This design comes from an exercise in tuning for small area, a short achievable clock period and few clock cycles per item on the open sky130 flow, not from production work. Where RTL was checked, it was by simulation tests only, not by an equivalence proof against the original. Power figures rest on the tool's default switching activity, not on a simulated workload.

Q:
==> flow/design.v <==
`timescale 1ns / 1ps
package tpeq_pkg;
   localparam int DEFAULT_QUEUE_DEPTH = 16;
   localparam int ACTION_W   = 2;
   localparam int HANDLER_W  = 16;
   localparam int ARGUMENT_W = 16;
   localparam int ENTRY_W    = HANDLER_W + ARGUMENT_W;
   localparam int TOTAL_W    = 6;
   localparam int REQ_TDATA_W = 32;
   localparam int REQ_TUSER_W = 3;
   localparam int RSP_TDATA_W = 40;
   localparam int RSP_TUSER_W = 4;
   localparam logic [ACTION_W-1:0] ACT_PUSH = 2'd0;
   localparam logic [ACTION_W-1:0] ACT_POP  = 2'd1;
   localparam logic [ACTION_W-1:0] ACT_PEEK = 2'd2;
   typedef struct packed {
      logic accept;
      logic execute;
   } cmd_type;
   typedef struct packed {
      logic rsp_busy;
   } status_type;
endpackage
`timescale 1ns / 1ps
module two_priority_event_queue #(
   parameter int QUEUE_DEPTH = tpeq_pkg::DEFAULT_QUEUE_DEPTH
) (
   input  logic                             clock,
   input  logic                             reset,
   input  logic                             req_tvalid,
   output logic                             req_tready,
   input  logic [tpeq_pkg::REQ_TDATA_W-1:0] req_tdata,
   input  logic [tpeq_pkg::REQ_TUSER_W-1:0] req_tuser,
   output logic                             rsp_tvalid,
   input  logic                             rsp_tready,
   output logic [tpeq_pkg::RSP_TDATA_W-1:0] rsp_tdata,
   output logic [tpeq_pkg::RSP_TUSER_W-1:0] rsp_tuser
);
   localparam int PTR_W = $clog2(QUEUE_DEPTH);
   localparam int CNT_W = $clog2(QUEUE_DEPTH + 1);
   localparam int ENT_W = tpeq_pkg::ENTRY_W;
   localparam int TOT_W = tpeq_pkg::TOTAL_W;
   logic [ENT_W-1:0] high_mem [QUEUE_DEPTH];
   logic [ENT_W-1:0] low_mem  [QUEUE_DEPTH];
   logic [QUEUE_DEPTH-1:0] high_head_ff, low_head_ff;    
   logic [PTR_W-1:0]       high_tail_ff, low_tail_ff;
   logic [CNT_W-1:0]       high_count_ff, low_count_ff;
   logic                   high_any_ff;                   
   logic                   low_sel_ff;                    
   logic             rsp_tvalid_ff;
   logic [ENT_W-1:0] rsp_entry_ff;
   logic [TOT_W-1:0] total_ff;
   logic [3:0]       rsp_flags_ff;
   logic       accept;
   logic [1:0] action;
   logic       prio;
   logic       is_push, is_pop, is_read;
   logic       high_full, low_full, high_one, low_one;
   logic       push_ok, push_dropped, pop_ok;
   logic       high_push, low_push, high_pop, low_pop;
   logic       high_any_in, low_any_in;
   logic       entry_valid, from_high;
   logic [TOT_W-1:0] total_in;
   logic [2*QUEUE_DEPTH-1:0] head_sel;
   logic [ENT_W-1:0]         entry_word;
   assign req_tready = !rsp_tvalid_ff || rsp_tready;
   assign accept     = req_tvalid && req_tready;
   assign action  = req_tuser[1:0];
   assign prio    = req_tuser[2];
   assign is_push = (action == tpeq_pkg::ACT_PUSH);
   assign is_pop  = (action == tpeq_pkg::ACT_POP);
   assign is_read = (action == tpeq_pkg::ACT_POP) || (action == tpeq_pkg::ACT_PEEK);
   assign high_full = high_count_ff[CNT_W-1];
   assign low_full  = low_count_ff[CNT_W-1];
   assign high_one  = (high_count_ff == CNT_W'(1));
   assign low_one   = (low_count_ff == CNT_W'(1));
   assign push_dropped = is_push && (prio ? high_full : low_full);
   assign push_ok      = is_push && !(prio ? high_full : low_full);
   assign pop_ok       = is_pop && (high_any_ff || low_sel_ff);
   assign high_push    = accept && push_ok && prio;
   assign low_push     = accept && push_ok && !prio;
   assign high_pop     = accept && is_pop && high_any_ff;
   assign low_pop      = accept && is_pop && low_sel_ff;
   assign high_any_in = high_push || (high_any_ff && !(high_pop && high_one));
   assign low_any_in  = low_push || ((low_count_ff != '0) && !(low_pop && low_one));
   assign head_sel = {low_head_ff & {QUEUE_DEPTH{low_sel_ff}},
                      high_head_ff & {QUEUE_DEPTH{high_any_ff}}};
   for (genvar b = 0; b < ENT_W; b++) begin : g_rd
      logic [2*QUEUE_DEPTH-1:0] column;
      for (genvar i = 0; i < QUEUE_DEPTH; i++) begin : g_col
         assign column[i]               = high_mem[i][b];
         assign column[QUEUE_DEPTH + i] = low_mem[i][b];
      end
      tpeq_read_bit #(.N(2*QUEUE_DEPTH)) u_rd (
         .sel  (head_sel),
         .data (column),
         .en   (is_read),
         .bit_o(entry_word[b])
      );
   end
   assign entry_valid = is_read && (high_any_ff || low_sel_ff);
   assign from_high   = is_read && high_any_ff;
   assign total_in = push_ok ? total_ff + 1'b1 :
                     pop_ok  ? total_ff - 1'b1 : total_ff;
   always_ff @(posedge clock) begin
      for (int i = 0; i < QUEUE_DEPTH; i++) begin
         if (!high_full && high_tail_ff == PTR_W'(i)) high_mem[i] <= req_tdata;
         if (!low_full && low_tail_ff == PTR_W'(i))   low_mem[i]  <= req_tdata;
      end
   end
   always_ff @(posedge clock) begin
      if (reset) begin
         high_head_ff  <= QUEUE_DEPTH'(1);
         low_head_ff   <= QUEUE_DEPTH'(1);
         high_tail_ff  <= '0;
         low_tail_ff   <= '0;
         high_count_ff <= '0;
         low_count_ff  <= '0;
         high_any_ff   <= 1'b0;
         low_sel_ff    <= 1'b0;
         total_ff      <= '0;
         rsp_tvalid_ff <= 1'b0;
      end else begin
         if (high_push) high_tail_ff <= high_tail_ff + 1'b1;
         if (low_push)  low_tail_ff  <= low_tail_ff + 1'b1;
         if (high_pop)  high_head_ff <= {high_head_ff[QUEUE_DEPTH-2:0], high_head_ff[QUEUE_DEPTH-1]};
         if (low_pop)   low_head_ff  <= {low_head_ff[QUEUE_DEPTH-2:0], low_head_ff[QUEUE_DEPTH-1]};
         if (high_push)     high_count_ff <= high_count_ff + 1'b1;
         else if (high_pop) high_count_ff <= high_count_ff - 1'b1;
         if (low_push)      low_count_ff <= low_count_ff + 1'b1;
         else if (low_pop)  low_count_ff <= low_count_ff - 1'b1;
         high_any_ff <= high_any_in;
         low_sel_ff  <= !high_any_in && low_any_in;
         if (accept) total_ff <= total_in;
         if (accept) rsp_tvalid_ff <= 1'b1;
         else if (rsp_tready) rsp_tvalid_ff <= 1'b0;
      end
   end
   always_ff @(posedge clock) begin
      if (accept) begin
         rsp_entry_ff <= entry_word;
         rsp_flags_ff <= {(total_in == '0), push_dropped, from_high, entry_valid};
      end
   end
   assign rsp_tvalid = rsp_tvalid_ff;
   assign rsp_tdata  = {2'b00, total_ff, rsp_entry_ff};
   assign rsp_tuser  = rsp_flags_ff;
endmodule
module tpeq_read_bit #(
   parameter int N = 32
) (
   input  logic [N-1:0] sel,
   input  logic [N-1:0] data,
   input  logic         en,
   output logic         bit_o
);
   localparam int G = (N + 2) / 3;
   logic [3*G-1:0] s_ext, d_ext;
   logic [G-1:0]   none;
   assign s_ext = (3*G)'(sel);
   assign d_ext = (3*G)'(data);
   for (genvar g = 0; g < G; g++) begin : g_aoi
      tpeq_aoi222 u_aoi (
         .a1(s_ext[3*g]),   .a2(d_ext[3*g]),
         .b1(s_ext[3*g+1]), .b2(d_ext[3*g+1]),
         .c1(s_ext[3*g+2]), .c2(d_ext[3*g+2]),
         .y (none[g])
      );
   end
   assign bit_o = en && !(&none);
endmodule
module tpeq_aoi222 (
   input  logic a1, a2, b1, b2, c1, c2,
   output logic y
);
   assign y = !((a1 && a2) || (b1 && b2) || (c1 && c2));
endmodule
make LEC_CHECK=0 CAP_MARGIN=20 CORE_MARGIN=2 CORE_UTILIZATION=40 SETUP_SLACK_MARGIN=2.0 SLEW_MARGIN=20 SYNTH_HIERARCHICAL=1 finish   # period 4.2 ns
run.sh (not shown) runs the stock make flow with config.mk's settings and CLKGATE_MAP_FILE= SYNTH_SCRIPT=/design/flow/synth_recipe.tcl, a recipe that flattens the netlist after the stock synthesis.
Testbench counts of Q, summed over its fixed seeds: cycles 24,008, items 24,000.
## Diff of input files: R against Q
diff --git a/flow/design.v b/flow/design.v
--- a/flow/design.v
+++ b/flow/design.v
@@ -41,29 +41,23 @@
    localparam int ENT_W = tpeq_pkg::ENTRY_W;
    localparam int TOT_W = tpeq_pkg::TOTAL_W;
    logic [ENT_W-1:0] high_mem [QUEUE_DEPTH];
    logic [ENT_W-1:0] low_mem  [QUEUE_DEPTH];
-   logic [QUEUE_DEPTH-1:0] high_head_ff, low_head_ff;    
-   logic [PTR_W-1:0]       high_tail_ff, low_tail_ff;
-   logic [CNT_W-1:0]       high_count_ff, low_count_ff;
-   logic                   high_any_ff;                   
-   logic                   low_sel_ff;                    
+   logic [PTR_W-1:0] high_head_ff, high_tail_ff, low_head_ff, low_tail_ff;
+   logic [CNT_W-1:0] high_count_ff, low_count_ff;
    logic             rsp_tvalid_ff;
    logic [ENT_W-1:0] rsp_entry_ff;
    logic [TOT_W-1:0] total_ff;
    logic [3:0]       rsp_flags_ff;
    logic       accept;
    logic [1:0] action;
    logic       prio;
    logic       is_push, is_pop, is_read;
-   logic       high_full, low_full, high_one, low_one;
+   logic       high_full, low_full, high_any, low_any;
    logic       push_ok, push_dropped, pop_ok;
    logic       high_push, low_push, high_pop, low_pop;
-   logic       high_any_in, low_any_in;
    logic       entry_valid, from_high;
    logic [TOT_W-1:0] total_in;
-   logic [2*QUEUE_DEPTH-1:0] head_sel;
-   logic [ENT_W-1:0]         entry_word;
    assign req_tready = !rsp_tvalid_ff || rsp_tready;
    assign accept     = req_tvalid && req_tready;
    assign action  = req_tuser[1:0];
    assign prio    = req_tuser[2];
@@ -71,21 +65,25 @@
    assign is_pop  = (action == tpeq_pkg::ACT_POP);
    assign is_read = (action == tpeq_pkg::ACT_POP) || (action == tpeq_pkg::ACT_PEEK);
    assign high_full = high_count_ff[CNT_W-1];
    assign low_full  = low_count_ff[CNT_W-1];
-   assign high_one  = (high_count_ff == CNT_W'(1));
-   assign low_one   = (low_count_ff == CNT_W'(1));
+   assign high_any  = (high_count_ff != '0);
+   assign low_any   = (low_count_ff != '0);
    assign push_dropped = is_push && (prio ? high_full : low_full);
    assign push_ok      = is_push && !(prio ? high_full : low_full);
-   assign pop_ok       = is_pop && (high_any_ff || low_sel_ff);
+   assign pop_ok       = is_pop && (high_any || low_any);
    assign high_push    = accept && push_ok && prio;
    assign low_push     = accept && push_ok && !prio;
-   assign high_pop     = accept && is_pop && high_any_ff;
-   assign low_pop      = accept && is_pop && low_sel_ff;
-   assign high_any_in = high_push || (high_any_ff && !(high_pop && high_one));
-   assign low_any_in  = low_push || ((low_count_ff != '0) && !(low_pop && low_one));
-   assign head_sel = {low_head_ff & {QUEUE_DEPTH{low_sel_ff}},
-                      high_head_ff & {QUEUE_DEPTH{high_any_ff}}};
+   assign high_pop     = accept && is_pop && high_any;
+   assign low_pop      = accept && is_pop && !high_any && low_any;
+   logic [2*QUEUE_DEPTH-1:0] head_sel;
+   logic [ENT_W-1:0]         entry_word;
+   always_comb begin
+      for (int i = 0; i < QUEUE_DEPTH; i++) begin
+         head_sel[i]               = high_any && (high_head_ff == PTR_W'(i));
+         head_sel[QUEUE_DEPTH + i] = !high_any && low_any && (low_head_ff == PTR_W'(i));
+      end
+   end
    for (genvar b = 0; b < ENT_W; b++) begin : g_rd
       logic [2*QUEUE_DEPTH-1:0] column;
       for (genvar i = 0; i < QUEUE_DEPTH; i++) begin : g_col
          assign column[i]               = high_mem[i][b];
@@ -97,10 +95,10 @@
          .en   (is_read),
          .bit_o(entry_word[b])
       );
    end
-   assign entry_valid = is_read && (high_any_ff || low_sel_ff);
-   assign from_high   = is_read && high_any_ff;
+   assign entry_valid = is_read && (high_any || low_any);
+   assign from_high   = is_read && high_any;
    assign total_in = push_ok ? total_ff + 1'b1 :
                      pop_ok  ? total_ff - 1'b1 : total_ff;
    always_ff @(posedge clock) begin
       for (int i = 0; i < QUEUE_DEPTH; i++) begin
@@ -109,29 +107,25 @@
       end
    end
    always_ff @(posedge clock) begin
       if (reset) begin
-         high_head_ff  <= QUEUE_DEPTH'(1);
-         low_head_ff   <= QUEUE_DEPTH'(1);
+         high_head_ff  <= '0;
          high_tail_ff  <= '0;
+         high_count_ff <= '0;
+         low_head_ff   <= '0;
          low_tail_ff   <= '0;
-         high_count_ff <= '0;
          low_count_ff  <= '0;
-         high_any_ff   <= 1'b0;
-         low_sel_ff    <= 1'b0;
          total_ff      <= '0;
          rsp_tvalid_ff <= 1'b0;
       end else begin
          if (high_push) high_tail_ff <= high_tail_ff + 1'b1;
          if (low_push)  low_tail_ff  <= low_tail_ff + 1'b1;
-         if (high_pop)  high_head_ff <= {high_head_ff[QUEUE_DEPTH-2:0], high_head_ff[QUEUE_DEPTH-1]};
-         if (low_pop)   low_head_ff  <= {low_head_ff[QUEUE_DEPTH-2:0], low_head_ff[QUEUE_DEPTH-1]};
+         if (high_pop)  high_head_ff <= high_head_ff + 1'b1;
+         if (low_pop)   low_head_ff  <= low_head_ff + 1'b1;
          if (high_push)     high_count_ff <= high_count_ff + 1'b1;
          else if (high_pop) high_count_ff <= high_count_ff - 1'b1;
          if (low_push)      low_count_ff <= low_count_ff + 1'b1;
          else if (low_pop)  low_count_ff <= low_count_ff - 1'b1;
-         high_any_ff <= high_any_in;
-         low_sel_ff  <= !high_any_in && low_any_in;
          if (accept) total_ff <= total_in;
          if (accept) rsp_tvalid_ff <= 1'b1;
          else if (rsp_tready) rsp_tvalid_ff <= 1'b0;
       end
NOTE: wire length per cell in R falls short of that of Q. The run showing the smaller number of inserted diodes is R. R: die area is 2000 um^2 lower than what Q reported. Of R and Q, R shows the higher net load switching power, with Q below it. Relative to Q, non-clock buffer count has increased by 7.4% in R. A critical-path cell with the highest stage delay of sky130_fd_sc_hd__o31a_1 is what Q shows, while sky130_fd_sc_hd__or4_4 belongs to R. Q leaves more setup margin than R.
Function not checked in R: the RTL went through the layout flow alone.

-- separate check: timing with driven ports --
How much do the figures lean on ideal ports? The routed layouts below were timed once more, with nothing changed but the port constraints.
Step 1 sets driving cells, clkbuf_16 on the clock port and buf_2 on the other inputs (assumed; they add their load-dependent delay and slew).
Step 2, shift: input delay + t, output delay - t, t = (earliest + latest rising clock arrival at the registers) / 2. This alone moves slack from input paths to output paths.
Slacks: ideal / step 1 / step 2; pairs: ideal / step 1.
run | t (ns) | slack for setup (ns) | worst hold slack (ns) | worst register clock-pin slew, ns
Q | 0.751 | 1.886 / 1.872 / 1.309 | 0.458 / 0.458 / 0.458 | 0.07 / 0.07
R | 0.740 | 1.222 / 1.222 / 1.068 | 0.514 / 0.514 / 0.514 | 0.06 / 0.06
After both steps every run listed still meets setup and hold. The setup slack of Q, which loses most, moves by -0.014 ns with the drivers and by -0.577 ns with both steps.
